Context: an optimization exercise on an open-source flow, tuned for small area, a short achievable clock period and few clock cycles. The choices shown serve that exercise and are no tape-out recipe. The RTL was checked by simulation tests, not by an equivalence proof against the original design.

<file path="flow/design.v">
`default_nettype none
package euclid_pkg;
  localparam int X_W = 8;
  localparam int Y_W = 8;
endpackage
`default_nettype wire
`timescale 1ns/1ps
`default_nettype none
module euclid_top
(
  input  wire logic        cr_intf,
  input  wire logic        rst_n,
  input  wire logic        job_start,
  input  wire logic        job_shape,       
  input  wire logic [7:0]  job_p0_x,
  input  wire logic [7:0]  job_p0_y,
  input  wire logic [7:0]  job_p1_x,
  input  wire logic [7:0]  job_p1_y,
  input  wire logic [7:0]  job_p2_x,
  input  wire logic [7:0]  job_p2_y,
  input  wire logic [15:0] job_color,
  input  wire logic [2:0]  job_bzdepth,
  input  wire logic        pxl_ready,
  output logic             busy,
  output logic             job_done,
  output logic             pxl_valid,
  output logic [7:0]       pxl_x,
  output logic [7:0]       pxl_y,
  output logic [15:0]      pxl_color
);
  assign pxl_color = job_color;
  logic start_c;
  assign start_c = job_start & ~busy;
  logic [1:0] lp_c;
  always_comb
  begin
    case (job_bzdepth)
      3'd0, 3'd1: lp_c = 2'd0;
      3'd2:       lp_c = 2'd1;
      default:    lp_c = 2'd2;
    endcase
  end
  logic       g_act;
  logic [1:0] g_lvl;         
  logic       g_st;          
  logic [1:0] g_j;           
  logic [1:0] g_e;           
  logic [7:0] ta_x, ta_y, tb_x, tb_y, tc_x, tc_y;
  function automatic logic [7:0] mid(input logic [7:0] a, input logic [7:0] b);
    logic [8:0] s;
    logic       cy;
    cy = 1'b0;
    for (int i = 0; i < 8; i++)
    begin
      s[i] = a[i] ^ b[i] ^ cy;
      cy   = (a[i] & b[i]) | (cy & (a[i] ^ b[i]));
    end
    s[8] = cy;
    mid  = s[8:1];
  endfunction
  function automatic logic [7:0] step1(input logic [7:0] x, input logic up);
    logic t;
    t = 1'b1;
    for (int i = 0; i < 8; i++)
    begin
      step1[i] = x[i] ^ t;
      t        = t & (x[i] ^ ~up);
    end
  endfunction
  logic [7:0] mab_x, mab_y, mbc_x, mbc_y;
  assign mab_x = mid(ta_x, tb_x);
  assign mab_y = mid(ta_y, tb_y);
  assign mbc_x = mid(tb_x, tc_x);
  assign mbc_y = mid(tb_y, tc_y);
  logic       g_emit;        
  logic       g_jlast;
  logic       g_last;
  logic       g_dir;
  logic [7:0] g_ep_x, g_ep_y;
  logic       g_take;
  assign g_emit  = g_act & (g_lvl == lp_c);
  assign g_jlast = (lp_c == 2'd0) | ((lp_c == 2'd1) & g_j[0]) | (g_j == 2'd3);
  assign g_last  = (g_e == 2'd3) & g_jlast;
  assign g_dir   = ((lp_c == 2'd2) & (g_lvl == 2'd0)) ? g_j[1] : g_j[0];
  always_comb
  begin
    case (g_e)
      2'd0, 2'd1: begin g_ep_x = mab_x; g_ep_y = mab_y; end
      2'd2:       begin g_ep_x = tb_x;  g_ep_y = tb_y;  end
      default:    begin g_ep_x = tc_x;  g_ep_y = tc_y;  end
    endcase
  end
  logic       ne_v, ne_last;
  logic [7:0] ne_x, ne_y;
  logic       ne_take;
  assign g_take = g_emit & (~ne_v | ne_take);
  logic [7:0] ps_x, ps_y;    
  logic [7:0] en_x, en_y;    
  logic [7:0] dx, dy;
  logic       sx, sy;
  logic signed [9:0] err;
  logic       cur_last;
  assign pxl_x = ps_x;
  assign pxl_y = ps_y;
  logic at_end, accept, line_free;
  assign at_end    = (ps_x == en_x) & (ps_y == en_y);
  assign accept    = pxl_valid & pxl_ready;
  assign job_done  = accept & at_end & cur_last;
  assign line_free = ~pxl_valid | (accept & at_end & ~cur_last);
  assign ne_take   = busy & line_free & ne_v;
  logic [8:0] ddx_a, ddx_b, ddy_a, ddy_b;
  logic [7:0] ndx, ndy;
  logic       nsx, nsy;
  assign ddx_a = {1'b0, ne_x} - {1'b0, en_x};
  assign ddx_b = {1'b0, en_x} - {1'b0, ne_x};
  assign ddy_a = {1'b0, ne_y} - {1'b0, en_y};
  assign ddy_b = {1'b0, en_y} - {1'b0, ne_y};
  assign nsx   = ~ddx_a[8];
  assign nsy   = ~ddy_a[8];
  assign ndx   = nsx ? ddx_a[7:0] : ddx_b[7:0];
  assign ndy   = nsy ? ddy_a[7:0] : ddy_b[7:0];
  logic signed [10:0] tx, ty;
  logic step_x, step_y;
  logic signed [9:0] err_x, err_y, err_xy, err_nx;
  assign tx     = {err, 1'b0};                            
  assign ty     = -$signed({3'b000, dy});
  assign step_x = (tx > ty);                              
  assign step_y = (tx < $signed({3'b000, dx}));           
  assign err_x  = err - $signed({2'b00, dy});
  assign err_y  = err + $signed({2'b00, dx});
  assign err_xy = err + $signed({2'b00, dx}) - $signed({2'b00, dy});
  assign err_nx = ({10{step_x &  step_y}} & err_xy) |
                  ({10{step_x & ~step_y}} & err_x) |
                  ({10{~step_x}}          & err_y);
  always_ff @(posedge cr_intf or negedge rst_n)
  begin
    if (!rst_n)
    begin
      busy      <= 1'b0;
      pxl_valid <= 1'b0;
      ne_v      <= 1'b0;
      g_act     <= 1'b0;
    end
    else
    begin
      if (start_c)
      begin
        busy      <= 1'b1;
        pxl_valid <= 1'b0;
        ne_v      <= ~job_shape | (job_bzdepth == 3'd0);
        g_act     <= job_shape;
      end
      else
      begin
        if (job_done)
        begin
          busy      <= 1'b0;
          pxl_valid <= 1'b0;
        end
        else if (busy & line_free)
          pxl_valid <= ne_v;
        if (g_take)
          ne_v <= 1'b1;
        else if (ne_take)
          ne_v <= 1'b0;
        if (g_take & g_last)
          g_act <= 1'b0;
      end
    end
  end
  always_ff @(posedge cr_intf)
  begin
    if (start_c)
    begin
      ps_x     <= job_p0_x;
      ps_y     <= job_p0_y;
      en_x     <= job_p0_x;
      en_y     <= job_p0_y;
      ne_x     <= job_p1_x;
      ne_y     <= job_p1_y;
      ne_last  <= ~job_shape;
      ta_x     <= job_p0_x;
      ta_y     <= job_p0_y;
      tb_x     <= job_p1_x;
      tb_y     <= job_p1_y;
      tc_x     <= job_p2_x;
      tc_y     <= job_p2_y;
      g_lvl    <= 2'd0;
      g_e      <= (job_bzdepth == 3'd0) ? 2'd3 : 2'd0;
      g_st     <= 1'b0;
      g_j      <= 2'd0;
    end
    else
    begin
      if (g_act & ~g_emit)
      begin
        g_st <= ~g_st;
        if (!g_st)
        begin
          if (g_dir)
          begin
            ta_x <= mab_x; ta_y <= mab_y;
            tb_x <= mbc_x; tb_y <= mbc_y;
          end
          else
          begin
            tb_x <= mab_x; tb_y <= mab_y;
            tc_x <= mbc_x; tc_y <= mbc_y;
          end
        end
        else
        begin
          g_lvl <= g_lvl + 2'd1;
          if (g_dir)
          begin
            ta_x <= mab_x; ta_y <= mab_y;
          end
          else
          begin
            tc_x <= mbc_x; tc_y <= mbc_y;
          end
        end
      end
      else if (g_take)
      begin
        g_e <= g_e + 2'd1;
        if (g_e == 2'd0)
        begin
          ta_x <= mab_x; ta_y <= mab_y;
          tb_x <= mbc_x; tb_y <= mbc_y;
        end
        if (g_e == 2'd3)
        begin
          g_j   <= g_j + 2'd1;
          g_lvl <= 2'd0;
          ta_x  <= job_p0_x; ta_y <= job_p0_y;
          tb_x  <= job_p1_x; tb_y <= job_p1_y;
          tc_x  <= job_p2_x; tc_y <= job_p2_y;
        end
      end
      if (g_take)
      begin
        ne_x    <= g_ep_x;
        ne_y    <= g_ep_y;
        ne_last <= g_last;
      end
      if (ne_take)
      begin
        en_x     <= ne_x;
        en_y     <= ne_y;
        dx       <= ndx;
        dy       <= ndy;
        sx       <= nsx;
        sy       <= nsy;
        err      <= $signed({2'b00, ndx}) - $signed({2'b00, ndy});
        cur_last <= ne_last;
      end
      else if (accept & ~at_end)
      begin
        err <= err_nx[9:0];
        if (step_x)
          ps_x <= step1(ps_x, sx);
        if (step_y)
          ps_y <= step1(ps_y, sy);
      end
    end
  end
endmodule
`default_nettype wire
</file>
<file path="flow/run.sh">
#!/bin/bash
# synth_recipe.tcl (not shown) runs the flow's synth.tcl, then flattens the netlist and writes it again
# the make line also repeats each setting of config.mk as NAME=value (left out here)
make -C /OpenROAD-flow-scripts/flow DESIGN_CONFIG=/design/flow/config.mk WORK_HOME=/design/flow/orfs CLKGATE_MAP_FILE= SYNTH_SCRIPT=/design/flow/synth_recipe.tcl finish
</file>
<file path="flow/config.mk">
export PLATFORM = sky130hd
export DESIGN_NAME = euclid_top
export DESIGN_NICKNAME = euclid_top
export VERILOG_FILES = /design/flow/design.v
export SDC_FILE = /design/flow/constraint.sdc
export NUM_CORES = 4
export LEC_CHECK = 0
export CAP_MARGIN = 20
export CORE_MARGIN = 2
export CORE_UTILIZATION = 40
export CTS_BUF_LIST = sky130_fd_sc_hd__clkbuf_8
export SETUP_SLACK_MARGIN = 2.4
export SLEW_MARGIN = 20
</file>
<file path="flow/constraint.sdc">
create_clock -name core_clock -period 5.5 [get_ports {cr_intf}]
set_input_delay 1.1000 -clock core_clock [delete_from_list [all_inputs] [get_ports {cr_intf}]]
set_output_delay 1.1000 -clock core_clock [all_outputs]
set_load 0.01 [all_outputs]
</file>
==> out/metrics.cfg, run 1 <==
[setup_path]
cp.required_ns=5.82
startpoint_type=flop
critPathLaunch=ne_y[0]
critPathCaptureType=flop
reg2reg_from=ne_y[0]
worstSetupPathType=flop to flop
critPathMaxFanout=8
critPathArrivalTime_ns=4.08

[synth]
ys_seq_area_share_pct=37.8
ys_warn_count=1
synth.most_common_cell=edfxtp_1
synth_edf_count=128
yosysTopAreaCell=edfxtp_1
synth_common_cells=edfxtp_1, nand2_1, o21ai_0
synth-async-reset-ratio_pct=2.92
yosys_register_bits=137
ys.flop_type=edfxtp_1
synth_top_area_share_pct=35.9
synth_area_leaders=edfxtp_1, ha_1, fa_1
synthesis.area_um2=10700
ys_types=72
synth_nets=1289
syn_inst=1095
syn_area_per_cell_um2=9.78

[routing]
drt-total-wl_um=28300
dr.pass1.iters=5
drc=0
vias=8454
drt_iter0_markers=585
ant_nets=0
routed_via_density=5.35
wl_per_cell_um=17.9

[floorplanning]
die_h_um=168
coreArea_um2=26200
start_util_pct=40.9
core.rowCount=59
dieArea_um2=28100
ios=107
die_x_um=168

[sta]
grt_setup_unrepaired=yes
max_slew_margin_pct=42.3
tightest_slew_ns=0.863
hold_slack_ns=0.422
clock.fmax_mhz=266
finalCriticalPeriod_ns=3.77
finalSetupViolCount=0
finalMaxSlewViolations=0
period_share_pct=68.5
hold_violations=0
tns_ns=0
finClkSkew_ns=0.0168

[job]
drv_cap=0

[clock_tree]
clk_latency_ns=0.47
cts-root-buf=clkbuf_8
htree_levels=4
cts_made_buffers=17
clock_sinks=137
cts_buffer_depth=2
cts_tree=built
path_clk_slew_ns=0.09

[global_route]
overflow=0
grt_max_degree=79
antenna_found_initial=0
grt_first_pass_wirelength_um=44100
groute.usage.overall_pct=19.9
grt_pass1_vias=8328

[placement]
io_buffers=74
place_congestion=0.837
dp_hpwl_um=20300

[final_layout]
drive_gt1_share_pct=25.7
fillers=2361
layout.nets=1425
syn2layout_area_growth_pct=26.6
num_antenna_cells=0

[min_path]
worstHoldStart=ne_last
min_path_type=flop to flop

[status]
status=complete, no violations

[cell type report]
cell class / instances / area (um2) / share of cell area (%)
clock buffer: 17 / 234 / 1.72
clock inverter: 15 / 140 / 1.03
inverter: 100 / 375 / 2.77
multi-input combinational: 799 / 6710 / 49.4
sequential: 137 / 4040 / 29.8
tap: 335 / 419 / 3.09
timing repair buffer: 176 / 1650 / 12.1
[kinds of logic after synthesis]
family | synth area share (%)
AO/OA/AOI/OAI | 16.0
XOR/XNOR | 6.13
flip-flops | 37.8
AND/OR/NAND/NOR | 11.8
buffers and inverters | 6.37
adder cells (fa/ha/maj) | 16.8
multiplexers | 5.14
[path summary, 6_finish.rpt]
| kind | slack (ns) | end | cells past startpoint |
|---|---|---|---|
| max in group asynchronous | 4.51 | g_act | 1 |
| min in group asynchronous | 0.83 | pxl_valid | 1 |
| max | 1.73 | err[9] | 19 |
| max reg2reg | 1.73 | err[9] | 19 |
| min | 0.42 | cur_last | 0 |
| min reg2reg | 0.42 | cur_last | 0 |
[cell usage in the layout (no fill, tap or decap), types with 7 or more instances in the layout]
cell type | Yosys | layout
nand3_1 | 15 | 15
buf_4 | 17 | 80
mux2_2 | 24 | 22
nor2_1 | 57 | 54
inv_2 | 0 | 22
o21ai_2 | 0 | 13
clkbuf_8 | 0 | 17
xor2_1 | 22 | 20
inv_1 | 99 | 77
o21a_1 | 9 | 9
xnor2_1 | 53 | 43
nand2_1 | 106 | 101
a21oi_2 | 1 | 9
nand2b_1 | 10 | 9
mux2i_1 | 25 | 19
clkdlybuf4s50_1 | 0 | 73
o21ai_1 | 2 | 21
nor2b_1 | 16 | 13
a22oi_1 | 20 | 16
nor3_1 | 18 | 17
ha_1 | 86 | 72
nand4_1 | 9 | 9
fa_2 | 0 | 30
a21o_1 | 9 | 9
a21oi_1 | 67 | 57
edfxtp_1 | 128 | 128
a31oi_1 | 7 | 7
xnor2_2 | 0 | 9
o21ai_0 | 106 | 73
ha_4 | 0 | 11
buf_6 | 2 | 17
[sequential cells by signal (all words and copies together) (netlist names), 8 cells and up]
signal	flops
tb_x	8
ps_y	8
tb_y	8
err	10
dy	8
tc_x	8
dx	8
ta_y	8
en_y	8
en_x	8
ne_x	8
tc_y	8
ta_x	8
ps_x	8
ne_y	8
[through the flow]
stage	instance area, um2	std cells	utilization (%)	setup WS [ns]
after floorplan	10900	1095	-	1.91
after global placement	11800	1456	45.2	1.47
after detailed placement	11800	1456	45.2	1.38
after CTS	12900	1537	49.4	1.68
after global routing	13600	1579	51.8	1.58
final	13600	1579	51.8	1.73
[worst max-delay path, stage by stage, from the launching register on]
cell and delay, ns:
edfxtp_1 0.41, inv_2 0.11, ha_4 0.14, fa_2 0.20, inv_2 0.05, a21oi_4 0.16, o21ai_2 0.08, o41a_4 0.42
buf_6 0.14, buf_6 0.11, mux2_4 0.33, fa_2 0.38, a21oi_2 0.16, nor2b_2 0.06, o21ai_2 0.20, a21oi_1 0.10
o21a_1 0.18, o21ai_2 0.17, nand2_1 0.07, o2bb2ai_1 0.12
[layer usage]
layer / track usage, % / vias up / wire length [um]
met1: 25.8 / 4044 / 12500
met3: 3.07 / 37 / 1010
met2: 34.4 / 210 / 14100
met4: 5.90 / 0 / 634
met5: 0 / - / 0
li1: - / 4163 / -
[what timing repair did]
action | 4_1_cts | 5_1_grt
pin swaps | 30 | 41
resized for setup | 92 | 70
hold buffers | 0 | 0
gates cloned | 1 | 1
setup buffers | 48 | 40
setup endpoints to repair | 148 | 110
Testbench counts, summed over its fixed seeds: cycles 68,592.
==> inputs of run 2 (changes only) <==
--- a/flow/config.mk
+++ b/flow/config.mk
@@ -11,3 +11,3 @@
 export CTS_BUF_LIST = sky130_fd_sc_hd__clkbuf_8
-export SETUP_SLACK_MARGIN = 2.4
+export SETUP_SLACK_MARGIN = 2.0
 export SLEW_MARGIN = 20
==> out/metrics.cfg, run 2 <==
[synth]
yosys_register_bits=137  ; unchanged
syn_inst=1095  ; unchanged
ys_warn_count=1  ; unchanged
synth_common_cells=edfxtp_1, nand2_1, o21ai_0
synth_edf_count=128  ; unchanged
synth.most_common_cell=edfxtp_1
synthesis.area_um2=10700  ; unchanged
synth_top_area_share_pct=35.9  ; unchanged
ys_seq_area_share_pct=37.8  ; unchanged
synth_area_leaders=edfxtp_1, ha_1, fa_1
syn_area_per_cell_um2=9.78  ; unchanged
ys_types=72  ; unchanged
synth_nets=1289  ; unchanged
yosysTopAreaCell=edfxtp_1
ys.flop_type=edfxtp_1
synth-async-reset-ratio_pct=2.92  ; unchanged

[final_layout]
num_antenna_cells=0  ; unchanged
drive_gt1_share_pct=21.9  ; -3.8 points
top_register=err
largest_register_ff_count=10  ; unchanged
layout.nets=1395  ; -2.1%
layout_common_cells=edfxtp_1, nand2_1, o21ai_0
postLayoutCellArea_um2=13200  ; -2.9%
syn2layout_area_growth_pct=23.0
fillers=2365  ; +0.17%
final_common_cell=edfxtp_1

[setup_path]
worst_path_max_delay_cell=clkdlybuf4s50_1
crit_chain=xnor2_1, nand4_1, nor4_4, and2_1, and3_1, clkdlybuf4s50_1
critPathCaptureType=output pin
worstSetupPathType=flop to output pin
critPathArrivalTime_ns=2.73  ; -1.35 ns
critPathMaxStageDelay_ns=0.55  ; +0.13 ns
critPathBufInv=1  ; -3
startpoint_type=flop
cp.required_ns=4.40  ; -1.42 ns
critPathMaxFanout=5  ; -3
crit_family=simple AND/OR/NAND/NOR gates

[routing]
drt-total-wl_um=27600  ; -2.2%
drc=0  ; unchanged
ant_nets=0  ; unchanged
wl_per_cell_um=17.8  ; -0.26%
routed_via_density=5.41  ; +1.1%
vias=8386  ; -0.80%
drt_iter0_markers=508  ; -13%
dr.pass1.iters=5  ; unchanged

[clock_tree]
cts_buffer_depth=2  ; unchanged
htree_levels=4  ; unchanged
clk_latency_ns=0.46  ; about the same
hold_buffers=0  ; unchanged
cts_tree=built
cts-root-buf=clkbuf_8
cts_made_buffers=17  ; unchanged
path_clk_slew_ns=0.09  ; about the same
clock_sinks=137  ; unchanged

[global_route]
grt_first_pass_wirelength_um=44000  ; -0.27%
groute.usage.overall_pct=19.7  ; -0.16 points
antenna_found_initial=0  ; unchanged
grt_pass1_vias=8335  ; +0.084%
overflow=0  ; unchanged
grt_max_degree=39  ; -51%

[placement]
io_buffers=74  ; unchanged
place_congestion=0.824  ; -1.5%
dp_hpwl_um=20600  ; +1.5%
place_area_um2=11800  ; -0.60%

[sta]
clock.fmax_mhz=261  ; -1.8%
max_slew_margin_pct=38.1  ; -4.3 points
grt_setup_unrepaired=yes
hold_violations=0  ; unchanged
tns_ns=0  ; unchanged
finClkSkew_ns=0.0139  ; -0.00288 ns
finalMaxSlewViolations=0  ; unchanged
tightest_slew_ns=0.923  ; +0.0604 ns
finalSetupViolCount=0  ; unchanged
finalCriticalPeriod_ns=3.83  ; +0.0695 ns
period_share_pct=69.7  ; +1.3 points

[floorplanning]
die_h_um=168  ; unchanged
dieArea_um2=28100  ; unchanged
die_x_um=168  ; unchanged
ios=107  ; unchanged
core.rowCount=59  ; unchanged
start_util_pct=40.9  ; unchanged
coreArea_um2=26200  ; unchanged

[status]
status=complete, no violations

[min_path]
min_path_type=flop to flop

[job]
drv_cap=0  ; unchanged

[run 2: path summary, 6_finish.rpt]
| check | start | endpoint | slack (ns) | cells after the start |
|---|---|---|---|---|
| min | ne_last | cur_last | 0.44 | 0 |
| max reg2reg | en_y[4] | err[9] | 1.70 | 17 |
| min in group asynchronous | rst_n | busy | 0.84 | 1 |
| max in group asynchronous | rst_n | g_act | 4.48 | 1 |
| min reg2reg | ne_last | cur_last | 0.44 | 0 |
| max | ps_y[2] | job_done | 1.67 | 6 |
[run 2: kinds of logic after synthesis]
logic type / share of synthesized area [%]
AOI/OAI and AO/OA: 16.0
buffers and inverters: 6.37
adders and majority gates: 16.8
DFF: 37.8
muxes: 5.14
xor gates and xnor gates: 6.13
and+or+nand+nor: 11.8
[run 2: per-stage QoR]
stage / worst slack [ns] / hold slack (ns) / instances / util [%]
2_1_floorplan: 1.91 / 0.400 / 1095 / -
3_3_place_gp: 1.38 / 0.447 / 1460 / 44.9
3_5_place_dp: 1.35 / 0.424 / 1460 / 44.9
4_1_cts: 1.62 / 0.451 / 1516 / 48.1
5_1_grt: 1.53 / 0.456 / 1549 / 50.3
6_report: 1.67 / 0.443 / 1549 / 50.3
[run 2: final cells by class]
| type | instances | area, um2 | area share [%] |
|---|---|---|---|
| multi-input combinational | 799 | 6630 | 50.3 |
| timing repair buffer | 146 | 1330 | 10.1 |
| sequential | 137 | 4040 | 30.7 |
| clock buffer | 17 | 234 | 1.78 |
| clock inverter | 15 | 144 | 1.09 |
| tap | 335 | 419 | 3.18 |
| inverter | 100 | 375 | 2.85 |
[run 2: what timing repair did]
action	4_1_cts	5_1_grt
pin swaps	24	36
setup buffers	24	32
endpoints found under the setup margin	62	62
gates cloned	0	0
gates resized for setup	68	78
[run 2: metal layers]
metal	up-vias	wire length (um)	GRT usage, %
met2	217	13600	33.8
met5	-	0	0
met1	4038	12500	26.0
met3	37	1050	2.98
li1	4094	-	-
met4	0	518	5.78
==> inputs of run 3 (changes only) <==
--- a/flow/config.mk
+++ b/flow/config.mk
@@ -11,3 +11,3 @@
 export CTS_BUF_LIST = sky130_fd_sc_hd__clkbuf_8
-export SETUP_SLACK_MARGIN = 2.0
+export SETUP_SLACK_MARGIN = 1.6
 export SLEW_MARGIN = 20
==> out/metrics.cfg, run 3 <==
[routing]
drt-total-wl_um=27200  ; -1.8%
vias=8272  ; -1.4%
routed_via_density=5.41  ; about the same
drc=0  ; unchanged
wl_per_cell_um=17.8  ; -0.42%
drt_iter0_markers=571  ; +12%
ant_nets=0  ; unchanged
dr.pass1.iters=5  ; unchanged

[final_layout]
syn2layout_area_growth_pct=18.1
top_register=err
num_antenna_cells=0  ; unchanged
layout.nets=1374  ; -1.5%
fillers=2487  ; +5.2%
fin_util_pct=48.3  ; -2.0 points
final_common_cell=edfxtp_1
largest_register_ff_count=10  ; unchanged
drive_gt1_share_pct=14.2  ; -7.7 points
layout_common_cells=edfxtp_1, nand2_1, o21ai_0

[sta]
clock.fmax_mhz=260  ; -0.49%
tightest_slew_ns=0.996  ; +0.0730 ns
finalSetupViolCount=0  ; unchanged
hold_violations=0  ; unchanged
finalCriticalPeriod_ns=3.85  ; +0.0189 ns
tns_ns=0  ; unchanged
finClkSkew_ns=0.0134  ; -0.000453 ns
period_share_pct=70.1  ; +0.34 points
finalMaxSlewViolations=0  ; unchanged
grt_setup_unrepaired=yes
max_slew_margin_pct=33.6  ; -4.5 points

[synth]
synth_nets=1289  ; unchanged
synth.most_common_cell=edfxtp_1
syn_inst=1095  ; unchanged
synth-async-reset-ratio_pct=2.92  ; unchanged
yosys_register_bits=137  ; unchanged
yosysTopAreaCell=edfxtp_1
ys_warn_count=1  ; unchanged
synth_edf_count=128  ; unchanged
ys_types=72  ; unchanged
synth_area_leaders=edfxtp_1, ha_1, fa_1
synth_top_area_share_pct=35.9  ; unchanged
synth_common_cells=edfxtp_1, nand2_1, o21ai_0
syn_area_per_cell_um2=9.78  ; unchanged
synthesis.area_um2=10700  ; unchanged
ys_seq_area_share_pct=37.8  ; unchanged
ys.flop_type=edfxtp_1

[clock_tree]
cts-root-buf=clkbuf_8
cts_tree=built
cts_buffer_depth=2  ; unchanged
clk_latency_ns=0.47  ; about the same
cts_made_buffers=17  ; unchanged
htree_levels=4  ; unchanged
clock_sinks=137  ; unchanged
path_clk_slew_ns=0.08  ; about the same

[setup_path]
worst_path_max_delay_cell=or4b_4
r2r_end=err[9]
reg2reg_from=ne_y[0]
worstSetupPathType=flop to flop
crit_top_cell=o21ai_2
startpoint_type=flop
crit_chain=inv_2, ha_4, fa_2, inv_2, a21oi_2, o21ai_2, o41a_4, mux2_4, or4b_4, o311ai_4, or2_4, ha_4, o21ai_2, a21oi_2, o21a_1, o21ai_2, nand2_1, o2bb2ai_2
rrSetupSlack_ns=1.65  ; -0.05 ns
critPathArrivalTime_ns=4.18  ; +1.45 ns
critPathCaptureType=flop
critPathMaxFanout=6  ; +1
crit_family=compound AO/OA/AOI/OAI gates
r2r_cells=18  ; +1
cp.required_ns=5.82  ; +1.42 ns
critPathBufInv=2  ; +1
critPathMaxStageDelay_ns=0.54  ; about the same

[floorplanning]
start_util_pct=40.9  ; unchanged
die_x_um=168  ; unchanged
die_h_um=168  ; unchanged
core.rowCount=59  ; unchanged
ios=107  ; unchanged
coreArea_um2=26200  ; unchanged
dieArea_um2=28100  ; unchanged

[min_path]
min_path_type=flop to flop
hold_path_depth=0  ; unchanged
hold_end=cur_last
worstHoldStart=ne_last

[global_route]
overflow=0  ; unchanged
groute.usage.overall_pct=19.3  ; -0.46 points
grt_pass1_vias=8138  ; -2.4%
grt_first_pass_wirelength_um=43000  ; -2.2%
grt_max_degree=53  ; +36%
antenna_found_initial=0  ; unchanged

[job]
drv_cap=0  ; unchanged

[placement]
dp_hpwl_um=20400  ; -1.1%
io_buffers=74  ; unchanged
place_congestion=0.822  ; -0.24%

[status]
status=complete, no violations

## run 3: cell count changes in the layout (fill, tap and decap cells not counted), moves of 4 or more
cell     delta
a21oi_1     +5
inv_1      +11
buf_4      -14
ha_4        -5
inv_2      -12
o21ai_2     -4
fa_1       +23
ha_1        +7
fa_2       -23
o21ai_0    +10
o21ai_1     -6
buf_6       -6
## run 3: per-layer routing
metal  up-vias  track usage (%)  wire length, um
li1       4058                -                -
met1      3927             25.9            12300
met2       249             32.5            13000
met3        38             2.55             1380
met4         0             6.05              537
met5         -                0                0
## run 3: area by class of cell
class	count	area, um2	share of cell area [%]
clock inverters	15	165	1.31
clock buffers	17	234	1.85
well taps	335	419	3.31
flip-flops and latches	137	4040	32.0
repair buffers	124	1120	8.82
multi-input cells	800	6300	49.8
inverters	100	375	2.97
## run 3: timing repair
action | in CTS | in global routing
hold buffers | 0 | 0
hold endpoints to repair | 0 | 0
cloned | 0 | 1
gates resized for setup | 22 | 49
pin swaps | 4 | 20
setup buffers | 6 | 31
setup endpoints to repair | 7 | 12
## run 3: metrics by stage
stage	std cells	cell area, um2	setup WS, ns	hold slack, ns
floorplan	1095	10700	1.79	0.400
global placement	1458	11700	1.39	0.407
detailed placement	1458	11700	1.29	0.421
CTS	1496	12200	1.56	0.444
global route	1528	12700	1.48	0.455
finish	1528	12700	1.65	0.444
## run 3: logic make-up after synthesis
logic type | share of synthesized area, %
AOI/OAI and AO/OA | 16.0
and+or+nand+nor | 11.8
buffers and inverters | 6.37
DFF | 37.8
adders and majority gates | 16.8
xor gates and xnor gates | 6.13
muxes | 5.14
## run 3: worst max-delay path by stage
stage	start	end	slack, ns	cells past startpoint
6_report	ne_y[0]	err[9]	1.65	18
5_1_grt	ne_y[0]	err[9]	1.48	18
4_1_cts	ps_x[4]	job_done	1.56	6
3_5_place_dp	en_x[0]	err[9]	1.29	17
3_3_place_gp	en_x[0]	err[9]	1.39	17
2_1_floorplan	en_y[4]	err[9]	1.79	18
## run 3: worst reg2reg max path: cells and delay by family, from the launching register on
kind                       cells  cell delay [ns]
and+or+nand+nor                3             0.83
muxes                          1             0.36
adders and majority gates      3             0.58
buffers and inverters          2             0.15
AOI/OAI and AO/OA              9             1.38
DFF                            1             0.42
==> inputs of run 4 (changes only) <==
--- a/flow/design.v
+++ b/flow/design.v
@@ -104,4 +104,9 @@
   assign pxl_y = ps_y;
-  logic at_end, accept, line_free;
-  assign at_end    = (ps_x == en_x) & (ps_y == en_y);
+  logic at_end, accept, line_free;    
+  logic [7:0] xm, ym;
+  logic       eq_x, eq_y;
+  assign xm   = step1(ps_x, sx);
+  assign ym   = step1(ps_y, sy);
+  assign eq_x = step_x ? (xm == en_x) : (ps_x == en_x);
+  assign eq_y = step_y ? (ym == en_y) : (ps_y == en_y);
   assign accept    = pxl_valid & pxl_ready;
@@ -256,2 +261,3 @@
         cur_last <= ne_last;
+        at_end   <= (ne_x == en_x) & (ne_y == en_y);
       end
@@ -259,7 +265,8 @@
       begin
-        err <= err_nx[9:0];
+        err    <= err_nx[9:0];
+        at_end <= eq_x & eq_y;
         if (step_x)
-          ps_x <= step1(ps_x, sx);
+          ps_x <= xm;
         if (step_y)
-          ps_y <= step1(ps_y, sy);
+          ps_y <= ym;
       end
==> out/metrics.cfg, run 4 <==
[status]
status=complete, no violations

[synth]
synthesis.area_um2=11000  ; +2.8%
synth_nets=1345  ; +4.3%
synth-xor-area-share_pct=6.44  ; +0.31 points
ys_seq_area_share_pct=37.0  ; -0.76 points
synth_compound_area_share_pct=16.2  ; +0.18 points
synth_edf_count=129  ; +0.78%
synth-async-reset-ratio_pct=2.90  ; -0.021 points
syn_inst=1151  ; +5.1%
synth_area_leaders=edfxtp_1, ha_1, fa_1
synth_common_cells=nand2_1, edfxtp_1, o21ai_0
syn_area_per_cell_um2=9.57  ; -2.2%
synth_top_area_share_pct=35.2  ; -0.71 points
synth_fa_ha_area_share_pct=16.3  ; -0.46 points
synthSimpleGateAreaFrac_pct=13.2  ; +1.4 points
ys_types=71  ; -1.4%
synth_top_family_by_area=adder cells
synth.most_common_cell=nand2_1
yosys_register_bits=138  ; +0.73%
synthMuxAreaShare_pct=4.41  ; -0.73 points
ys.flop_type=edfxtp_1
ys_warn_count=1  ; unchanged
yosysTopAreaCell=edfxtp_1

[routing]
vias=8579  ; +3.7%
dr.pass1.iters=5  ; unchanged
drc=0  ; unchanged
drt_iter0_markers=484  ; -15%
ant_nets=0  ; unchanged
drt-total-wl_um=28900  ; +6.6%
wl_per_cell_um=18.5  ; +4.1%
routed_via_density=5.48  ; +1.3%

[global_route]
grt_max_degree=60  ; +13%
grt_pass1_vias=8324  ; +2.3%
use_met3_pct=3.21  ; +0.66 points
grt-busiest-layer=met2
use_met2_pct=32.2  ; -0.30 points
groute.usage.overall_pct=20.4  ; +1.1 points
overflow=0  ; unchanged
use_met1_pct=28.3  ; +2.4 points
antenna_found_initial=0  ; unchanged
grt_first_pass_wirelength_um=45700  ; +6.3%

[sta]
layout_setup_ws_ns=1.69  ; +0.0443 ns
period_share_pct=69.3  ; -0.80 points
clock.fmax_mhz=263  ; +1.2%
hold_violations=0  ; unchanged
max_slew_margin_pct=31.6  ; -1.9 points
finalMaxSlewViolations=0  ; unchanged
finalCriticalPeriod_ns=3.81  ; -0.0443 ns
finalSetupViolCount=0  ; unchanged
grt_setup_unrepaired=yes
tightest_slew_ns=1.02  ; +0.0223 ns
finClkSkew_ns=0.0130  ; -0.000449 ns
tns_ns=0  ; unchanged

[placement]
place_congestion=0.911  ; +11%
io_buffers=74  ; unchanged
dp_hpwl_um=22400  ; +9.9%
pre_cts_slack_ns=1.29  ; -0.00149 ns

[setup_path]
worstSetupPathType=flop to flop
startpoint_type=flop
cp.required_ns=5.70  ; -0.12 ns
critPathArrivalTime_ns=4.01  ; -0.17 ns
critPathCaptureType=flop
critPathMaxFanout=5  ; -1

[clock_tree]
clock_sinks=138  ; +0.73%
cts_buffer_depth=2  ; unchanged
htree_levels=4  ; unchanged
cts-root-buf=clkbuf_8
hold_buffers=0  ; unchanged
cts_tree=built
clk_latency_ns=0.46  ; about the same
cts_made_buffers=17  ; unchanged
path_clk_slew_ns=0.08  ; about the same

[floorplanning]
start_util_pct=40.7  ; -0.12 points
die_x_um=170  ; +1.4%
dieArea_um2=28900  ; +2.8%
coreArea_um2=27000  ; +3.1%
core.rowCount=60  ; +1.7%
ios=107  ; unchanged
die_h_um=170  ; +1.4%

[final_layout]
num_antenna_cells=0  ; unchanged
top_register=err
largest_register_ff_count=10  ; unchanged
final_common_cell=nand2_1
drive_gt1_share_pct=11.5  ; -2.7 points
layout_common_cells=nand2_1, edfxtp_1, inv_1
syn2layout_area_growth_pct=14.5
layout.nets=1406  ; +2.3%

[job]
drv_cap=0  ; unchanged

[min_path]
min_path_type=flop to flop

[run 4: final timing paths]
check	startpoint	end	slack, ns	cells past startpoint
setup / recovery	en_y[0]	err[9]	1.69	16
hold / removal	ne_last	cur_last	0.43	0
setup reg to reg	en_y[0]	err[9]	1.69	16
hold reg to reg	ne_last	cur_last	0.43	0
max in group asynchronous	rst_n	g_act	4.48	1
min in group asynchronous	rst_n	busy	0.85	1
[run 4: through the flow]
step	instance area, um2	std cells	hold WS, ns	util [%]
floorplan	11000	1151	0.400	-
global placement	12000	1520	0.417	44.3
detailed placement	12000	1520	0.412	44.3
CTS	12400	1552	0.433	45.8
global route	12600	1565	0.453	46.6
finish	12600	1565	0.430	46.6
[run 4: kinds of logic (layout without fill, tap and decap cells)]
| kind of cell | count (synthesis) | after routing |
|---|---|---|
| AO/OA/AOI/OAI | 291 | 291 |
| buffers and inverters | 163 | 236 |
| adder cells (fa/ha/maj) | 122 | 122 |
| AND/OR/NAND/NOR | 311 | 311 |
| flip-flops | 138 | 138 |
| multiplexers | 45 | 45 |
| XOR/XNOR | 81 | 81 |
[run 4: critical path, cell delays in order (launching register included)]
cell and delay [ns]:
edfxtp_1 0.43, ha_2 0.22, fa_1 0.40, nor2b_1 0.16
o21ai_2 0.10, a21oi_4 0.25, nor2_4 0.09, mux2_2 0.33
a311oi_2 0.33, nand2_2 0.13, xnor2_2 0.18, ha_1 0.36
a21oi_2 0.08, nor2b_1 0.11, o21ai_1 0.09, a32oi_1 0.17
o221ai_1 0.13
[run 4: metal layers]
metal / wire, um / vias to the layer above
li1: - / 4189
met1: 13300 / 4098
met2: 13400 / 242
met3: 1340 / 50
met4: 946 / 0
met5: 0 / -
[run 4: final cells by class]
class	count	area [um2]
Fill cell	2619	14400
Multi-Input combinational cell	850	6420
Sequential cell	138	4070
Timing Repair Buffer	99	928
Tap cell	341	427
Inverter	106	398
Clock buffer	17	234
Clock inverter	14	123
[run 4: repair_timing]
action	4_1_cts	5_1_grt
endpoints found under the setup margin	8	23
pin swaps	2	14
buffers inserted	1	13
gates resized for setup	16	44
Testbench counts of run 4, summed over its fixed seeds: cycles 68,592.
==> inputs of run 5 (changes only) <==
--- a/flow/config.mk
+++ b/flow/config.mk
@@ -11,3 +11,3 @@
 export CTS_BUF_LIST = sky130_fd_sc_hd__clkbuf_8
-export SETUP_SLACK_MARGIN = 1.6
+export SETUP_SLACK_MARGIN = 2.0
 export SLEW_MARGIN = 20
==> out/metrics.cfg, run 5 <==
[final_layout]
fillers=2505  ; -4.4%
fin_util_pct=50.0  ; +3.4 points
num_antenna_cells=0  ; unchanged
drive_gt1_share_pct=22.6  ; +11 points
largest_register_ff_count=10  ; unchanged
layout_common_cells=edfxtp_1, nand2_1, inv_1
final_common_cell=edfxtp_1
layout.nets=1454  ; +3.4%
syn2layout_area_growth_pct=22.8
final_cell_count_no_fill=1614  ; +3.1%
top_register=err

[synth]
syn_inst=1151  ; unchanged
yosys_register_bits=138  ; unchanged
synth_common_cells=nand2_1, edfxtp_1, o21ai_0
synth-async-reset-ratio_pct=2.90  ; unchanged
synth_edf_count=129  ; unchanged
ys_types=71  ; unchanged
ys_seq_area_share_pct=37.0  ; unchanged
syn_area_per_cell_um2=9.57  ; unchanged
synthesis.area_um2=11000  ; unchanged
yosysTopAreaCell=edfxtp_1
ys_warn_count=1  ; unchanged
synth.most_common_cell=nand2_1
synth_top_area_share_pct=35.2  ; unchanged
ys.flop_type=edfxtp_1
synth_area_leaders=edfxtp_1, ha_1, fa_1
synth_nets=1345  ; unchanged

[routing]
dr.pass1.iters=5  ; unchanged
vias=8904  ; +3.8%
drt-total-wl_um=30600  ; +5.7%
wl_per_cell_um=19.0  ; +2.5%
routed_via_density=5.52  ; +0.64%
drt_iter0_markers=634  ; +31%
ant_nets=0  ; unchanged
drc=0  ; unchanged

[floorplanning]
ios=107  ; unchanged
die_h_um=170  ; unchanged
dieArea_um2=28900  ; unchanged
start_util_pct=40.7  ; unchanged
coreArea_um2=27000  ; unchanged
die_x_um=170  ; unchanged
core.rowCount=60  ; unchanged

[placement]
dp_hpwl_um=22500  ; +0.41%
place_congestion=0.887  ; -2.7%
dp.cells=1519  ; -0.066%
io_buffers=74  ; unchanged

[global_route]
use_met2_pct=36.1  ; +3.9 points
grt_max_degree=95  ; +58%
use_met1_pct=28.3  ; unchanged
grt_pass1_vias=8861  ; +6.5%
groute.usage.overall_pct=21.3  ; +0.89 points
grt_first_pass_wirelength_um=47600  ; +4.3%
overflow=0  ; unchanged
use_met3_pct=3.02  ; -0.19 points
antenna_found_initial=0  ; unchanged
grt-busiest-layer=met2

[setup_path]
reg2reg_from=dy[2]
worst_path_max_delay_cell=or4_4
startpoint_type=flop
critPathCaptureType=flop
cp.required_ns=5.80  ; +0.10 ns
critPathArrivalTime_ns=4.03  ; +0.02 ns
rrSetupSlack_ns=1.77  ; +0.08 ns
worstSetupPathType=flop to flop
critPathMaxFanout=3  ; -2
r2r_end=at_end
r2r_cells=13  ; -3
crit_path_end=at_end
critPathLaunch=dy[2]
crit_top_cell=or4_4
crit_chain=inv_2, nand4_1, or4_4, xnor2_2, ha_1, and3_4, nand3_1, o31a_1, o211ai_1, o2111ai_1, a22o_1, or4_4, o31ai_4
critPathMaxStageDelay_ns=0.53  ; +0.10 ns

[clock_tree]
clk_latency_ns=0.46  ; about the same
cts_buffer_depth=2  ; unchanged
cts_tree=built
cts_made_buffers=17  ; unchanged
path_clk_slew_ns=0.08  ; about the same
hold_buffers=0  ; unchanged
cts-root-buf=clkbuf_8
htree_levels=4  ; unchanged
clock_sinks=138  ; unchanged

[sta]
tns_ns=0  ; unchanged
grt_setup_unrepaired=yes
hold_violations=0  ; unchanged
finalSetupViolCount=0  ; unchanged
tightest_slew_ns=0.935  ; -0.0834 ns
finalCriticalPeriod_ns=3.73  ; -0.0754 ns
clock.fmax_mhz=268  ; +2.0%
period_share_pct=67.9  ; -1.4 points
finalMaxSlewViolations=0  ; unchanged
max_slew_margin_pct=37.5  ; +5.9 points
finClkSkew_ns=0.0171  ; +0.00414 ns

[status]
status=complete, no violations

[min_path]
min_path_type=flop to flop

[job]
drv_cap=0  ; unchanged

[run 5: layout make-up]
class | instances | area (um2) | area share [%]
flip-flops and latches | 138 | 4070 | 30.1
multi-input cells | 851 | 6940 | 51.3
well taps | 341 | 427 | 3.16
repair buffers | 146 | 1340 | 9.87
clock inverters | 14 | 100 | 0.740
inverters | 106 | 398 | 2.94
clock buffers | 18 | 248 | 1.83
[run 5: worst min path at each step]
stage               endpoint  depth (start not counted)     from  slack [ns]
floorplan           cur_last                          0  ne_last        0.40
global placement    cur_last                          0  ne_last        0.41
detailed placement  cur_last                          0  ne_last        0.41
CTS                 cur_last                          0  ne_last        0.42
global route        cur_last                          0  ne_last        0.44
finish              cur_last                          0  ne_last        0.42
[run 5: cells by family (layout without fill, tap and decap cells)]
logic type               after synthesis  count (layout)  share of synthesized area (%)
adder cells (fa/ha/maj)              122             122                           16.3
multiplexers                          45              45                           4.41
XOR/XNOR                              81              81                           6.44
flip-flops                           138             138                           37.0
AO/OA/AOI/OAI                        291             292                           16.2
AND/OR/NAND/NOR                      311             311                           13.2
buffers and inverters                163             284                           6.43
[run 5: repair_timing]
item,CTS,global route
pin swaps,45,50
gates resized for setup,113,83
cloned,1,0
buffers inserted,40,22
endpoints found under the setup margin,91,71
[run 5: per-layer routing]
layer  vias to the layer above  share of wire (%)  wire, um
met3                        44                4.9      1490
li1                       4292                  -         -
met1                      4318                 45     13600
met5                         -                  0         0
met4                         0                2.4       720
met2                       250                 48     14800
[run 5: worst max-delay path, delay by kind of cell (launching register included)]
family | cells | cell delay (ns)
buffers and inverters | 1 | 0.09
AOI/OAI and AO/OA | 5 | 1.19
and+or+nand+nor | 5 | 1.38
adders and majority gates | 1 | 0.31
xor gates and xnor gates | 1 | 0.15
DFF | 1 | 0.46
[run 5: stage by stage]
stage	hold slack, ns	cell area (um2)	setup WS (ns)
final	0.423	13500	1.77
after detailed placement	0.405	12000	1.19
after floorplan	0.400	11000	2.00
after global routing	0.440	13500	1.63
after global placement	0.406	12000	1.38
after CTS	0.425	13000	1.80
==> inputs of run 6 (changes only) <==
--- a/flow/config.mk
+++ b/flow/config.mk
@@ -11,3 +11,3 @@
 export CTS_BUF_LIST = sky130_fd_sc_hd__clkbuf_8
-export SETUP_SLACK_MARGIN = 2.0
+export SETUP_SLACK_MARGIN = 1.8
 export SLEW_MARGIN = 20
==> out/metrics.cfg, run 6 <==
[status]
status=complete, no violations

[global_route]
grt_max_degree=60  ; -37%
use_met1_pct=28.4  ; +0.074 points
grt_first_pass_wirelength_um=46100  ; -3.2%
use_met2_pct=32.6  ; -3.5 points
grt-busiest-layer=met2
groute.usage.overall_pct=20.6  ; -0.72 points
use_met3_pct=3.28  ; +0.26 points
grt_pass1_vias=8422  ; -5.0%
antenna_found_initial=0  ; unchanged
overflow=0  ; unchanged

[placement]
pre_cts_slack_ns=1.29  ; +0.103 ns
place_congestion=0.911  ; +2.8%
io_buffers=74  ; unchanged
dp_hpwl_um=22400  ; -0.41%

[setup_path]
critPathLaunch=dy[2]
r2r_end=at_end
worstSetupPathType=flop to flop
critPathMaxFanout=4  ; +1
startpoint_type=flop
cp.required_ns=5.79  ; about the same
reg2reg_from=dy[2]
r2r_cells=13  ; unchanged
critPathCaptureType=flop
rrSetupSlack_ns=1.81  ; +0.04 ns
critPathArrivalTime_ns=3.99  ; -0.04 ns

[final_layout]
drive_gt1_share_pct=15.8  ; -6.8 points
largest_register_ff_count=10  ; unchanged
num_antenna_cells=0  ; unchanged
top_register=err
layout_common_cells=nand2_1, edfxtp_1, inv_1
fin_util_pct=47.8  ; -2.3 points
syn2layout_area_growth_pct=17.2
layout.nets=1423  ; -2.1%

[sta]
tns_ns=0  ; unchanged
tightest_slew_ns=1.02  ; +0.0853 ns
max_slew_margin_pct=31.5  ; -6.0 points
grt_setup_unrepaired=yes
hold_violations=0  ; unchanged
finalMaxSlewViolations=0  ; unchanged
period_share_pct=67.1  ; -0.74 points
finClkSkew_ns=0.0189  ; +0.00174 ns
finalCriticalPeriod_ns=3.69  ; -0.0406 ns
finalSetupViolCount=0  ; unchanged
layout_setup_ws_ns=1.81  ; +0.0406 ns
clock.fmax_mhz=271  ; +1.1%
hold_slack_ns=0.430  ; +0.00694 ns

[routing]
routed_via_density=5.55  ; +0.60%
dr.pass1.iters=5  ; unchanged
drt_iter0_markers=578  ; -8.8%
wl_per_cell_um=18.6  ; -1.8%
ant_nets=0  ; unchanged
vias=8780  ; -1.4%
drt-total-wl_um=29500  ; -3.7%
drc=0  ; unchanged

[clock_tree]
cts_tree=built
cts_buffer_depth=2  ; unchanged
htree_levels=4  ; unchanged
cts_made_buffers=17  ; unchanged
cts-root-buf=clkbuf_8
clock_sinks=138  ; unchanged
path_clk_slew_ns=0.09  ; about the same
clk_latency_ns=0.46  ; about the same

[synth]
ys_seq_area_share_pct=37.0  ; unchanged
synth_area_leaders=edfxtp_1, ha_1, fa_1
synth_edf_count=129  ; unchanged
syn_inst=1151  ; unchanged
ys_warn_count=1  ; unchanged
synth_common_cells=nand2_1, edfxtp_1, o21ai_0
synthesis.area_um2=11000  ; unchanged
synth-async-reset-ratio_pct=2.90  ; unchanged
yosys_register_bits=138  ; unchanged
synth_nets=1345  ; unchanged
syn_area_per_cell_um2=9.57  ; unchanged
ys_types=71  ; unchanged
synth.most_common_cell=nand2_1
yosysTopAreaCell=edfxtp_1
ys.flop_type=edfxtp_1
synth_top_area_share_pct=35.2  ; unchanged

[floorplanning]
coreArea_um2=27000  ; unchanged
dieArea_um2=28900  ; unchanged
core.rowCount=60  ; unchanged
die_h_um=170  ; unchanged
die_x_um=170  ; unchanged
start_util_pct=40.7  ; unchanged
ios=107  ; unchanged

[job]
drv_cap=0  ; unchanged

[min_path]
min_path_type=flop to flop
worstHoldStart=ne_last
hold_end=cur_last
hold_path_depth=0  ; unchanged

-- run 6: cell counts after synthesis --
No cell type changed its count.
-- run 6: worst max-delay path by stage --
stage,endpoint,slack (ns),cells past startpoint
6_report,at_end,1.81,13
5_1_grt,err[7],1.63,15
4_1_cts,err[9],1.78,16
3_5_place_dp,err[9],1.29,18
3_3_place_gp,err[9],1.26,18
2_1_floorplan,ps_x[0],1.83,12
-- run 6: what timing repair did --
action                     in CTS  in global routing
setup buffers                  12                 19
pin swaps                      16                 25
setup endpoints to repair      26                 64
hold buffers                    0                  0
resized for setup              41                 70
-- run 6: per-stage QoR --
step / std cells / area, um2
detailed placement: 1520 / 12000
finish: 1582 / 12900
floorplan: 1151 / 11000
global route: 1582 / 12900
CTS: 1563 / 12500
global placement: 1520 / 12000
-- run 6: critical path, cell delays in order (launching register included) --
cell	delay, ns
edfxtp_1	0.42
inv_2	0.09
nand4_1	0.13
or4_4	0.45
xnor2_1	0.14
ha_1	0.30
and3_4	0.19
nand3_1	0.09
o31a_1	0.28
o211ai_1	0.32
o2111ai_1	0.17
a22o_1	0.23
or4_4	0.52
o31ai_4	0.18
-- run 6: kinds of logic (layout without fill, tap and decap cells) --
group	count (synthesis)	after routing	synth area share, %
simple gates	311	311	13.2
fa+ha+maj	122	122	16.3
mux	45	45	4.41
xor+xnor	81	81	6.44
buf+inv	163	253	6.43
compound gates	291	291	16.2
flops	138	138	37.0
-- run 6: routing by layer --
layer / vias up / share of wire, %
li1: 4224 / -
met5: - / 0
met2: 267 / 47
met1: 4246 / 46
met3: 43 / 4.9
met4: 0 / 2.7
-- run 6: layout make-up --
type                    instances  area [um2]
fillers                      2574       14100
flip-flops and latches        138        4070
clock buffers                  17         234
clock inverters                14         123
multi-input cells             850        6600
inverters                     106         398
well taps                     341         427
repair buffers                116        1060
==> inputs of run 7 (changes only) <==
--- a/flow/config.mk
+++ b/flow/config.mk
@@ -11,3 +11,5 @@
 export CTS_BUF_LIST = sky130_fd_sc_hd__clkbuf_8
-export SETUP_SLACK_MARGIN = 1.8
+export CTS_CLUSTER_DIAMETER = 80
+export CTS_CLUSTER_SIZE = 40
+export SETUP_SLACK_MARGIN = 1.6
 export SLEW_MARGIN = 20
==> out/metrics.cfg, run 7 <==
[synth]
synth_top_area_share_pct=35.2  ; unchanged
yosys_register_bits=138  ; unchanged
ys_warn_count=1  ; unchanged
syn_area_per_cell_um2=9.57  ; unchanged
synth.most_common_cell=nand2_1
ys_types=71  ; unchanged
syn_inst=1151  ; unchanged
synth_nets=1345  ; unchanged
ys_seq_area_share_pct=37.0  ; unchanged
synthesis.area_um2=11000  ; unchanged
synth_area_leaders=edfxtp_1, ha_1, fa_1
synth-async-reset-ratio_pct=2.90  ; unchanged
synth_edf_count=129  ; unchanged
synth_common_cells=nand2_1, edfxtp_1, o21ai_0
yosysTopAreaCell=edfxtp_1
ys.flop_type=edfxtp_1

[sta]
max_slew_margin_pct=31.6  ; +0.13 points
grt_setup_unrepaired=yes
hold_slack_ns=0.430  ; +0.0000450 ns
finalMaxSlewViolations=0  ; unchanged
tns_ns=0  ; unchanged
clock.fmax_mhz=263  ; -3.0%
period_share_pct=69.3  ; +2.1 points
finClkSkew_ns=0.0130  ; -0.00588 ns
finalSetupViolCount=0  ; unchanged
hold_violations=0  ; unchanged
tightest_slew_ns=1.02  ; -0.00188 ns
finalCriticalPeriod_ns=3.81  ; +0.116 ns

[setup_path]
r2r_cells=16  ; +3
crit_path_end=err[9]
reg2reg_from=en_y[0]
critPathArrivalTime_ns=4.01  ; +0.02 ns
critPathLaunch=en_y[0]
startpoint_type=flop
cp.required_ns=5.70  ; -0.09 ns
r2r_end=err[9]
critPathCaptureType=flop
critPathMaxFanout=5  ; +1
worstSetupPathType=flop to flop
rrSetupSlack_ns=1.69  ; -0.12 ns

[clock_tree]
cts_buffer_depth=2  ; unchanged
cts_tree=built
cts-root-buf=clkbuf_8
clk_latency_ns=0.46  ; about the same
clock_sinks=138  ; unchanged
htree_levels=4  ; unchanged
cts_made_buffers=17  ; unchanged
path_clk_slew_ns=0.08  ; about the same

[global_route]
grt_pass1_vias=8324  ; -1.2%
grt_first_pass_wirelength_um=45700  ; -0.94%
antenna_found_initial=0  ; unchanged
use_met2_pct=32.2  ; -0.48 points
groute.usage.overall_pct=20.4  ; -0.18 points
use_met1_pct=28.3  ; -0.074 points
use_met3_pct=3.21  ; -0.070 points
overflow=0  ; unchanged
grt-busiest-layer=met2
grt_max_degree=60  ; unchanged

[status]
status=complete, no violations

[floorplanning]
die_x_um=170  ; unchanged
coreArea_um2=27000  ; unchanged
die_h_um=170  ; unchanged
dieArea_um2=28900  ; unchanged
core.rowCount=60  ; unchanged
ios=107  ; unchanged
start_util_pct=40.7  ; unchanged

[final_layout]
drive_gt1_share_pct=11.5  ; -4.3 points
postLayoutCellArea_um2=12600  ; -2.4%
syn2layout_area_growth_pct=14.5
final_common_cell=nand2_1
top_register=err
largest_register_ff_count=10  ; unchanged
layout.nets=1406  ; -1.2%
layout_common_cells=nand2_1, edfxtp_1, inv_1
num_antenna_cells=0  ; unchanged

[routing]
routed_via_density=5.48  ; -1.2%
wl_per_cell_um=18.5  ; -0.64%
drt_iter0_markers=484  ; -16%
drt-total-wl_um=28900  ; -1.7%
ant_nets=0  ; unchanged
dr.pass1.iters=5  ; unchanged
drc=0  ; unchanged
vias=8579  ; -2.3%

[job]
drv_cap=0  ; unchanged

[placement]
dp_hpwl_um=22400  ; unchanged
place_congestion=0.911  ; unchanged
place_area_um2=12000  ; unchanged
io_buffers=74  ; unchanged

[min_path]
min_path_type=flop to flop

-- run 7: cell types whose count changed in the layout (fill, tap and decap cells not counted), moves of 5 or more --
cell / change
buf_4: -16
fa_2: -16
fa_1: +16
inv_1: +5
inv_2: -5
-- run 7: worst min path at each step --
stage / endpoint / slack, ns / cells past startpoint / from
after global placement: cur_last / 0.42 / 0 / ne_last
after global routing: cur_last / 0.45 / 0 / ne_last
final: cur_last / 0.43 / 0 / ne_last
after floorplan: cur_last / 0.40 / 0 / ne_last
after detailed placement: cur_last / 0.41 / 0 / ne_last
after CTS: cur_last / 0.43 / 0 / ne_last
-- run 7: cell families (layout without fill, tap and decap cells) --
| group | count (synthesis) | in the layout | synth area share [%] |
|---|---|---|---|
| and+or+nand+nor | 311 | 311 | 13.2 |
| buffers and inverters | 163 | 236 | 6.43 |
| DFF | 138 | 138 | 37.0 |
| adders and majority gates | 122 | 122 | 16.3 |
| muxes | 45 | 45 | 4.41 |
| xor gates and xnor gates | 81 | 81 | 6.44 |
| AOI/OAI and AO/OA | 291 | 291 | 16.2 |
-- run 7: layer usage --
metal  share of wire [%]  up-vias
met1                  46     4098
li1                    -     4189
met5                   0        -
met4                 3.3        0
met2                  46      242
met3                 4.6       50
-- run 7: critical path: stages (launching register included) --
cell      delay (ns)
edfxtp_1        0.43
ha_2            0.22
fa_1            0.40
nor2b_1         0.16
o21ai_2         0.10
a21oi_4         0.25
nor2_4          0.09
mux2_2          0.33
a311oi_2        0.33
nand2_2         0.13
xnor2_2         0.18
ha_1            0.36
a21oi_2         0.08
nor2b_1         0.11
o21ai_1         0.09
a32oi_1         0.17
o221ai_1        0.13
-- run 7: stage by stage --
step           instances  utilization (%)  setup slack [ns]
4_1_cts             1552             45.8              1.58
3_5_place_dp        1520             44.3              1.29
6_report            1565             46.6              1.69
5_1_grt             1565             46.6              1.54
2_1_floorplan       1151                -              1.83
3_3_place_gp        1520             44.3              1.26
-- run 7: repair_timing --
action                                  in CTS  in global routing
endpoints found under the setup margin       8                 23
pin swaps                                    2                 14
hold buffers                                 0                  0
gates resized for setup                     16                 44
cloned                                       0                  0
hold endpoints to repair                     0                  0
buffers inserted                             1                 13
-- run 7: area by class of cell --
type / instances / area [um2]
clock buffers: 17 / 234
clock inverters: 14 / 123
fillers: 2619 / 14400
inverters: 106 / 398
multi-input cells: 850 / 6420
flip-flops and latches: 138 / 4070
well taps: 341 / 427
repair buffers: 99 / 928
==> inputs of run 8 (changes only) <==
==> flow/flow/run.sh (new file) <==
#!/bin/bash
# Standard layout, with plain buf_1 cells (instead of the default delay-buffer
# cell) for the port buffers. Full make output goes to make.log.
set -euo pipefail
export BUFFER_PORTS_ARGS="-buffer_cell sky130_fd_sc_hd__buf_1"
bash standard.sh > make.log 2>&1
==> flow/standard.sh (new file) <==
#!/bin/bash
# synth_recipe.tcl (not shown) runs the flow's synth.tcl, then flattens the netlist and writes it again
# the make line also repeats each setting of config.mk as NAME=value (left out here)
make -C /OpenROAD-flow-scripts/flow DESIGN_CONFIG=/design/flow/config.mk WORK_HOME=/design/flow/orfs CLKGATE_MAP_FILE= SYNTH_SCRIPT=/design/flow/synth_recipe.tcl "${@:-finish}"
--- a/flow/config.mk
+++ b/flow/config.mk
@@ -11,4 +11,2 @@
 export CTS_BUF_LIST = sky130_fd_sc_hd__clkbuf_8
-export CTS_CLUSTER_DIAMETER = 80
-export CTS_CLUSTER_SIZE = 40
 export SETUP_SLACK_MARGIN = 1.6
removed: flow/run.sh
==> out/metrics.cfg, run 8 <==
[sta]
finalCriticalPeriod_ns=3.82  ; +0.0151 ns
finalMaxSlewViolations=0  ; unchanged
hold_violations=0  ; unchanged
tightest_slew_ns=0.984  ; -0.0349 ns
max_slew_margin_pct=34.3  ; +2.6 points
finalSetupViolCount=0  ; unchanged
grt_setup_unrepaired=no
tns_ns=0  ; unchanged
clock.fmax_mhz=261  ; -0.40%
finClkSkew_ns=0.0174  ; +0.00445 ns
period_share_pct=69.5  ; +0.28 points

[global_route]
groute.usage.overall_pct=20.3  ; -0.081 points
grt_max_degree=54  ; -10%
grt_first_pass_wirelength_um=45900  ; +0.58%
grt_pass1_vias=8636  ; +3.7%
antenna_found_initial=0  ; unchanged
overflow=0  ; unchanged

[setup_path]
r2r_cells=13  ; -3
critPathCaptureType=flop
critPathMaxFanout=5  ; unchanged
worstSetupPathType=flop to flop
reg2reg_from=dy[4]
rrSetupSlack_ns=1.68  ; -0.02 ns
cp.required_ns=5.79  ; +0.09 ns
r2r_end=at_end
critPathLaunch=dy[4]
crit_path_end=at_end
critPathArrivalTime_ns=4.12  ; +0.11 ns
startpoint_type=flop

[synth]
synth-async-reset-ratio_pct=2.90  ; unchanged
syn_inst=1151  ; unchanged
syn_area_per_cell_um2=9.57  ; unchanged
synth_area_leaders=edfxtp_1, ha_1, fa_1
yosys_register_bits=138  ; unchanged
ys.flop_type=edfxtp_1
ys_types=71  ; unchanged
synth_nets=1345  ; unchanged
synth.most_common_cell=nand2_1
ys_warn_count=1  ; unchanged
yosysTopAreaCell=edfxtp_1
synth_edf_count=129  ; unchanged
ys_seq_area_share_pct=37.0  ; unchanged
synth_common_cells=nand2_1, edfxtp_1, o21ai_0
synth_top_area_share_pct=35.2  ; unchanged
synthesis.area_um2=11000  ; unchanged

[final_layout]
postLayoutCellArea_um2=12200  ; -3.3%
layout_common_cells=nand2_1, edfxtp_1, inv_1
drive_gt1_share_pct=12.3  ; +0.80 points
largest_register_ff_count=10  ; unchanged
layout.nets=1415  ; +0.64%
top_register=err
final_common_cell=nand2_1
num_antenna_cells=0  ; unchanged
syn2layout_area_growth_pct=10.7

[placement]
dp_hpwl_um=22200  ; -0.89%
place_area_um2=11500  ; -3.7%
io_buffers=74  ; unchanged
place_congestion=0.920  ; +0.98%

[floorplanning]
ios=107  ; unchanged
start_util_pct=40.7  ; unchanged
die_x_um=170  ; unchanged
dieArea_um2=28900  ; unchanged
core.rowCount=60  ; unchanged
die_h_um=170  ; unchanged
coreArea_um2=27000  ; unchanged

[clock_tree]
cts-root-buf=clkbuf_8
clock_sinks=138  ; unchanged
cts_buffer_depth=2  ; unchanged
path_clk_slew_ns=0.09  ; about the same
clk_latency_ns=0.47  ; about the same
cts_made_buffers=17  ; unchanged
htree_levels=4  ; unchanged
cts_tree=built

[routing]
drt_iter0_markers=673  ; +39%
drc=0  ; unchanged
ant_nets=0  ; unchanged
routed_via_density=5.49  ; +0.12%
wl_per_cell_um=18.1  ; -2.0%
drt-total-wl_um=28600  ; -1.3%
dr.pass1.iters=5  ; unchanged
vias=8644  ; +0.76%

[status]
status=complete, no violations

[job]
drv_cap=0  ; unchanged

[min_path]
min_path_type=flop to flop

==> run 8: cell types whose count changed in the layout (fill, tap and decap cells not counted), moves of 3 or more <==
cell / previous run / this run
buf_1: 0 / 74
xnor2_1: 48 / 51
clkdlybuf4s50_1: 74 / 0
buf_4: 25 / 34
xnor2_2: 5 / 2
o21ai_0: 96 / 99
o21ai_1: 15 / 11
==> run 8: timing repair <==
action                                  in CTS  in global routing
setup buffers                                5                 15
endpoints found under the setup margin      19                 24
hold endpoints to repair                     0                  0
gates cloned                                 0                  0
hold buffers                                 0                  0
resized for setup                           19                 40
pin swaps                                    4                 17
==> run 8: per-stage QoR <==
step | setup slack, ns | utilization (%) | std cells | hold WS, ns
floorplan | 1.83 | - | 1151 | 0.400
global placement | 1.39 | 42.6 | 1523 | 0.404
detailed placement | 1.25 | 42.6 | 1523 | 0.406
CTS | 1.56 | 44.2 | 1560 | 0.425
global route | 1.59 | 45.1 | 1575 | 0.433
finish | 1.68 | 45.1 | 1575 | 0.426
==> run 8: cell families after synthesis <==
| group | Yosys count | share of synthesized area [%] |
|---|---|---|
| buf+inv | 163 | 6.43 |
| fa+ha+maj | 122 | 16.3 |
| mux | 45 | 4.41 |
| flops | 138 | 37.0 |
| simple gates | 311 | 13.2 |
| compound gates | 291 | 16.2 |
| xor+xnor | 81 | 6.44 |
==> run 8: area by class of cell <==
class / count / area (um2)
Fill cell: 2659 / 14800
Inverter: 106 / 398
Sequential cell: 138 / 4070
Timing Repair Buffer: 108 / 533
Clock inverter: 15 / 101
Multi-Input combinational cell: 850 / 6430
Clock buffer: 17 / 234
Tap cell: 341 / 427
==> run 8: worst min-delay path by stage <==
stage | from | end | slack, ns | cells past startpoint
global route | ne_last | cur_last | 0.43 | 0
detailed placement | ne_last | cur_last | 0.41 | 0
finish | ne_last | cur_last | 0.43 | 0
CTS | ne_last | cur_last | 0.43 | 0
floorplan | ne_last | cur_last | 0.40 | 0
global placement | ne_last | cur_last | 0.40 | 0
==> run 8: per-layer routing <==
metal	vias to the layer above	GRT usage (%)	part of all wire, %
met1	4118	27.8	46
met4	0	6.73	2.3
met5	-	0	0
li1	4221	-	-
met3	45	3.05	5.2
met2	260	33.1	47
==> run 8: critical path: stages (launching register included) <==
cell	delay [ns]
edfxtp_1	0.44
inv_2	0.12
nand4_1	0.14
or4_4	0.45
xnor2_1	0.14
ha_1	0.30
and3_1	0.21
a221oi_2	0.25
o31a_1	0.21
o211a_1	0.30
o21ai_0	0.15
a22o_1	0.21
or4_4	0.53
o31ai_4	0.19

-- what the ideal ports hide --
Ports are ideal in the flow. The routed layouts listed here were re-timed in OpenROAD.
Step 1: set_driving_cell puts a clkbuf_16 on cr_intf and a buf_2 on each other input, an assumption about the parent block.
Step 2 also shifts input and output timing later by t, the mid clock arrival at the registers, as if the neighbouring blocks saw the same clock.
a / b / c = no drivers / after step 1 / after step 2; a / b = the first two.
run	t (ns)	setup slack, ns	worst register clock-pin slew, ns	pins driven straight from the clock port
run 1	0.506	1.735 / 1.735 / 1.735	0.09 / 0.09	1
run 2	0.494	1.665 / 1.623 / 1.691	0.09 / 0.09	1
run 3	0.507	1.647 / 1.624 / 1.444	0.09 / 0.09	1
run 4	0.497	1.691 / 1.691 / 1.386	0.09 / 0.09	1
run 5	0.492	1.766 / 1.766 / 1.642	0.09 / 0.09	1
run 6	0.497	1.807 / 1.807 / 1.506	0.09 / 0.09	1
run 7	0.497	1.691 / 1.691 / 1.386	0.09 / 0.09	1
run 8	0.498	1.676 / 1.676 / 1.465	0.09 / 0.09	1
After both steps setup and hold are still met in every run listed.
